Context: an optimization exercise on an open-source flow, tuned for a short achievable clock period and few clock cycles. The choices shown serve that exercise and are no tape-out recipe. The RTL was checked by simulation tests, not by an equivalence proof against the original design. The clock input has no modelled driver; a real chip could not lean on it and would need a root buffer or a full tree. Power figures rest on the tool's default switching activity, not on a simulated workload.

== v6 ==
==> module char_decoder, before the edit <==
module char_decoder (
  input  logic       clk,
  input  logic       rst,
  input  logic       i_char_stb,
  input  logic [7:0] i_char,
  input  logic       i_alt_func_en,   
  input  logic [2:0] i_tab_count,
  input  logic       i_clear_screen_stb,
  output logic       o_wr_char_rdy,
  output logic       o_print,         
  output logic       o_bs,
  output logic       o_tab,
  output logic       o_nl,
  output logic [7:0] o_ch,
  output logic [7:0] o_tab_oh,        
  output logic [6:0] o_tab_th,        
  output logic       o_clr            
);
  logic take;
  logic is_bs, is_ht, is_nl, is_ctrl;
  assign o_wr_char_rdy = 1'b1;
  assign take          = i_char_stb && !rst;
  assign is_bs   = (i_char == console_code_pkg::BS_CODE);
  assign is_ht   = (i_char == console_code_pkg::HT_CODE);
  assign is_nl   = (i_char == console_code_pkg::LF_CODE) || (i_char == console_code_pkg::CR_CODE);
  assign is_ctrl = (i_char < console_code_pkg::CTRL_LIMIT) || (i_char == console_code_pkg::DEL_CODE);
  always_ff @(posedge clk) begin
    o_print <= take && (i_alt_func_en || !is_ctrl);
    o_bs    <= take && !i_alt_func_en && is_bs;
    o_tab   <= take && !i_alt_func_en && is_ht;
    o_nl    <= take && !i_alt_func_en && is_nl;
    o_clr   <= rst || i_clear_screen_stb;
    o_ch    <= i_char;
    for (int k = 0; k < 8; k++) begin
      o_tab_oh[k] <= (i_tab_count == 3'(k));
    end
    for (int k = 0; k < 7; k++) begin
      o_tab_th[k] <= (i_tab_count > 3'(k));
    end
  end
endmodule
==> module cursor_writer, before the edit <==
module cursor_writer (
  input  logic        clk,
  input  logic        i_print,
  input  logic        i_bs,
  input  logic        i_tab,
  input  logic        i_nl,
  input  logic [7:0]  i_tab_oh,
  input  logic [6:0]  i_tab_th,
  input  logic        i_clr,
  output logic [3:0]  o_line_oh,    
  output logic [3:0]  o_wrap_oh,    
  output logic [15:0] o_print_col,  
  output logic [15:0] o_blank_col,  
  output logic        o_clr,        
  output logic [7:0]  o_ch,
  output logic [3:0]  o_top_oh,     
  output logic        o_top0_print,  
  output logic        o_top0_kill,   
  input  logic [7:0]  i_ch
);
  localparam int W = console_geom_pkg::LINE_WIDTH;
  localparam int S = console_geom_pkg::SLOTS;
  logic [S-1:0] line_oh;
  logic [W-1:0] col_oh;    
  logic [S-1:0] top_oh;
  logic [1:0]   moves;     
  logic [W-1:0] bs_col;    
  logic [W-1:0] tab_col;   
  logic [S-1:0] nxt_oh;
  logic         tab_wrap;  
  logic         wrap;
  always_comb begin
    for (int c = 0; c < W; c++) begin
      tab_col[c] = 1'b0;
      for (int k = 0; k < 8; k++) begin
        if (c - k >= 0) tab_col[c] = tab_col[c] | (col_oh[c-k] & i_tab_oh[k]);
      end
      bs_col[c] = (c == W - 1) ? 1'b0 : col_oh[c+1];
    end
    bs_col[0] = col_oh[1] | col_oh[0];
    tab_wrap = 1'b0;
    for (int k = 0; k < 7; k++) begin
      tab_wrap = tab_wrap | (col_oh[W-1-k] & i_tab_th[k]);
    end
  end
  assign wrap   = (i_print && col_oh[W-1]) || (i_tab && tab_wrap) || i_nl;
  assign nxt_oh = {line_oh[S-2:0], line_oh[S-1]};
  assign o_top_oh = top_oh;
  always_ff @(posedge clk) begin
    o_clr       <= i_clr;
    o_ch        <= i_ch;
    o_line_oh   <= line_oh;
    o_wrap_oh   <= wrap ? nxt_oh : '0;
    o_print_col <= i_print ? col_oh : '0;
    o_blank_col <= i_bs ? bs_col : '0;
    o_top0_print <= !i_clr && (moves == 2'd0) && i_print && col_oh[0];
    o_top0_kill  <= i_clr || ((moves == 2'd0) && i_bs && bs_col[0]);
  end
  always_ff @(posedge clk) begin
    if (i_clr) begin
      line_oh <= S'(1);
      col_oh  <= W'(1);
      top_oh  <= S'(1);
      moves   <= '0;
    end else begin
      if (wrap) begin
        line_oh <= nxt_oh;
        if (moves == 2'd3) begin
          top_oh <= {top_oh[S-2:0], top_oh[S-1]};
        end else begin
          moves <= moves + 2'd1;
        end
      end
      if (wrap) begin
        col_oh <= W'(1);
      end else if (i_print) begin
        col_oh <= {col_oh[W-2:0], 1'b0};
      end else if (i_bs) begin
        col_oh <= bs_col;
      end else if (i_tab) begin
        col_oh <= tab_col;
      end
    end
  end
endmodule
==> flow/config.mk <==
export PLATFORM = sky130hd
export DESIGN_NAME = console_buffer
export DESIGN_NICKNAME = console_buffer
export VERILOG_FILES = /design/flow/design.v
export SDC_FILE = /design/flow/constraint.sdc
export NUM_CORES = 4
export LEC_CHECK = 0
export ABC_CLOCK_PERIOD_IN_PS = 1500
export CAP_MARGIN = 20
export CORE_MARGIN = 2
export CORE_UTILIZATION = 55
export SETUP_SLACK_MARGIN = 3.4
export SLEW_MARGIN = 20
export SYNTH_MEMORY_MAX_BITS = 4096
export TNS_END_PERCENT = 100
==> flow/constraint.sdc <==
create_clock -name core_clock -period 5.0 [get_ports {clk}]
set_input_delay 1.0000 -clock core_clock [delete_from_list [all_inputs] [get_ports {clk}]]
set_output_delay 1.0000 -clock core_clock [all_outputs]
set_load 0.01 [all_outputs]
standard.sh (not shown) runs the stock make flow with config.mk's settings and CLKGATE_MAP_FILE= SYNTH_SCRIPT=/design/flow/synth_recipe.tcl, a recipe that flattens the netlist after the stock synthesis.
==> flow/flow/run.sh <==
#!/bin/bash
# The standard layout, with the clock tree replaced after CTS by a two-level inverter tree (flow/post_cts.tcl).
# make's output goes to standard.log; each ORFS step keeps its own log under orfs/logs.
set -euo pipefail
here=$(pwd)
export POST_CTS_TCL="$here/flow/post_cts.tcl"
bash standard.sh > "$here/standard.log" 2>&1
Other scripts of this flow, unchanged in this note and not shown: flow/flow/post_cts.tcl
Testbench counts of v6, summed over its fixed seeds: cycles 30,826.
Modified inputs, v7 compared to v6
diff --git a/flow/design.v b/flow/design.v
--- a/flow/design.v
+++ b/flow/design.v
@@ -57,13 +57,13 @@
   output logic [6:0] o_tab_th,        
   output logic       o_clr            
 );
   logic take;
   logic is_bs, is_ht, is_nl, is_ctrl;
   assign o_wr_char_rdy = 1'b1;
-  assign take          = i_char_stb && !rst;
+  assign take          = i_char_stb;
   assign is_bs   = (i_char == console_code_pkg::BS_CODE);
   assign is_ht   = (i_char == console_code_pkg::HT_CODE);
   assign is_nl   = (i_char == console_code_pkg::LF_CODE) || (i_char == console_code_pkg::CR_CODE);
   assign is_ctrl = (i_char < console_code_pkg::CTRL_LIMIT) || (i_char == console_code_pkg::DEL_CODE);
   always_ff @(posedge clk) begin
     o_print <= take && (i_alt_func_en || !is_ctrl);
@@ -105,31 +105,38 @@
   localparam int S = console_geom_pkg::SLOTS;
   logic [S-1:0] line_oh;
   logic [W-1:0] col_oh;    
   logic [S-1:0] top_oh;
   logic [1:0]   moves;     
   logic [W-1:0] bs_col;    
-  logic [W-1:0] tab_col;   
+  logic [7:0]   shift;     
+  logic [6:0]   reach;     
+  logic [W-1:0] col_nxt;
   logic [S-1:0] nxt_oh;
-  logic         tab_wrap;  
   logic         wrap;
   always_comb begin
+    shift    = i_tab ? i_tab_oh : 8'(!(i_print || i_bs || i_nl));
+    shift[1] = shift[1] | i_print;
+    reach    = i_tab ? i_tab_th : '0;
+    reach[0] = reach[0] | i_print;
     for (int c = 0; c < W; c++) begin
-      tab_col[c] = 1'b0;
-      for (int k = 0; k < 8; k++) begin
-        if (c - k >= 0) tab_col[c] = tab_col[c] | (col_oh[c-k] & i_tab_oh[k]);
-      end
       bs_col[c] = (c == W - 1) ? 1'b0 : col_oh[c+1];
     end
     bs_col[0] = col_oh[1] | col_oh[0];
-    tab_wrap = 1'b0;
+    wrap = i_nl;
     for (int k = 0; k < 7; k++) begin
-      tab_wrap = tab_wrap | (col_oh[W-1-k] & i_tab_th[k]);
+      wrap = wrap | (col_oh[W-1-k] & reach[k]);
+    end
+    for (int c = 0; c < W; c++) begin
+      col_nxt[c] = i_bs & bs_col[c];
+      for (int k = 0; k < 8; k++) begin
+        if (c - k >= 0) col_nxt[c] = col_nxt[c] | (col_oh[c-k] & shift[k]);
+      end
     end
+    col_nxt[0] = col_nxt[0] | wrap;
   end
-  assign wrap   = (i_print && col_oh[W-1]) || (i_tab && tab_wrap) || i_nl;
   assign nxt_oh = {line_oh[S-2:0], line_oh[S-1]};
   assign o_top_oh = top_oh;
   always_ff @(posedge clk) begin
     o_clr       <= i_clr;
     o_ch        <= i_ch;
     o_line_oh   <= line_oh;
@@ -143,29 +150,21 @@
     if (i_clr) begin
       line_oh <= S'(1);
       col_oh  <= W'(1);
       top_oh  <= S'(1);
       moves   <= '0;
     end else begin
+      col_oh <= col_nxt;
       if (wrap) begin
         line_oh <= nxt_oh;
         if (moves == 2'd3) begin
           top_oh <= {top_oh[S-2:0], top_oh[S-1]};
         end else begin
           moves <= moves + 2'd1;
         end
       end
-      if (wrap) begin
-        col_oh <= W'(1);
-      end else if (i_print) begin
-        col_oh <= {col_oh[W-2:0], 1'b0};
-      end else if (i_bs) begin
-        col_oh <= bs_col;
-      end else if (i_tab) begin
-        col_oh <= tab_col;
-      end
     end
   end
 endmodule
 `timescale 1ns/1ns
 module char_ram (
   input  logic         clk,
### Flow results
The run with more routed wire is v6, not v7.
As far as number of antenna-violating nets in the routed design goes, v6 and v7 are indistinguishable; the numbers are identical.
When the final numbers for v7 and v6 were put side by side, the fmax turned out to be smaller in v6.
| switching fraction of total power | v7 vs v6 | ≈ equal |
Looking at critical path class, the reg2reg result is from v6; the reg2out one comes from v7.
Reported for v7 and v6, post-route DRC violation count turned out identical to the last digit.
Looking at vertical die dimension across v7 and v6, the one that comes out higher is v6.
On sum of buffers and inverters on the critical path: between v7 and v6, it ends up higher for v6.
Cell area, v7 vs v6: down slightly
Any difference in clock latency on the worst-skew pair between v7 and v6 is small enough to ignore.
Of v7 and v6, it is v7 that has the lower final core area utilization.
Of v7 and v6, v6 shows the higher actual transition at the worst max-transition pin, with v7 below it.
Of the two values seen for critical path endpoint, u_cursor_writer.col_oh[0] was produced by v6 and o_char_rdy by v7.
Testbench counts of v7, summed over its fixed seeds: cycles 30,826.
No run of this note takes its clock network from TritonCTS; it comes from the design's own scripts or RTL.

## what the ideal ports hide
The results above use ideal ports. As a check the final layouts listed here were re-extracted and re-timed, cells and wires unchanged.
Step 1 (the two cells are an assumption about what drives the block):
set clk [get_ports {clk}]
set_driving_cell -lib_cell sky130_fd_sc_hd__clkbuf_16 $clk
set_driving_cell -lib_cell sky130_fd_sc_hd__buf_2 [delete_from_list [all_inputs] $clk]
Step 2 moves the port delays by t, midway between the first and last clock arrival at a register: inputs arrive t later, outputs are due t later. That takes back most of the time a late clock gives input paths.
a / b / c = ideal ports / drivers / drivers and shift; a / b = the first two.
run | t, ns | setup slack, ns | hold WS [ns]
v6 | 0.505 | 3.189 / 3.025 / 3.049 | 0.330 / 0.331 / 0.331
v7 | 0.502 | 3.299 / 3.034 / 3.014 | 0.330 / 0.330 / 0.330
After both steps setup and hold are still met in every run listed. The setup slack of v7, which loses most, moves by -0.265 ns with the drivers and by -0.285 ns with both steps.
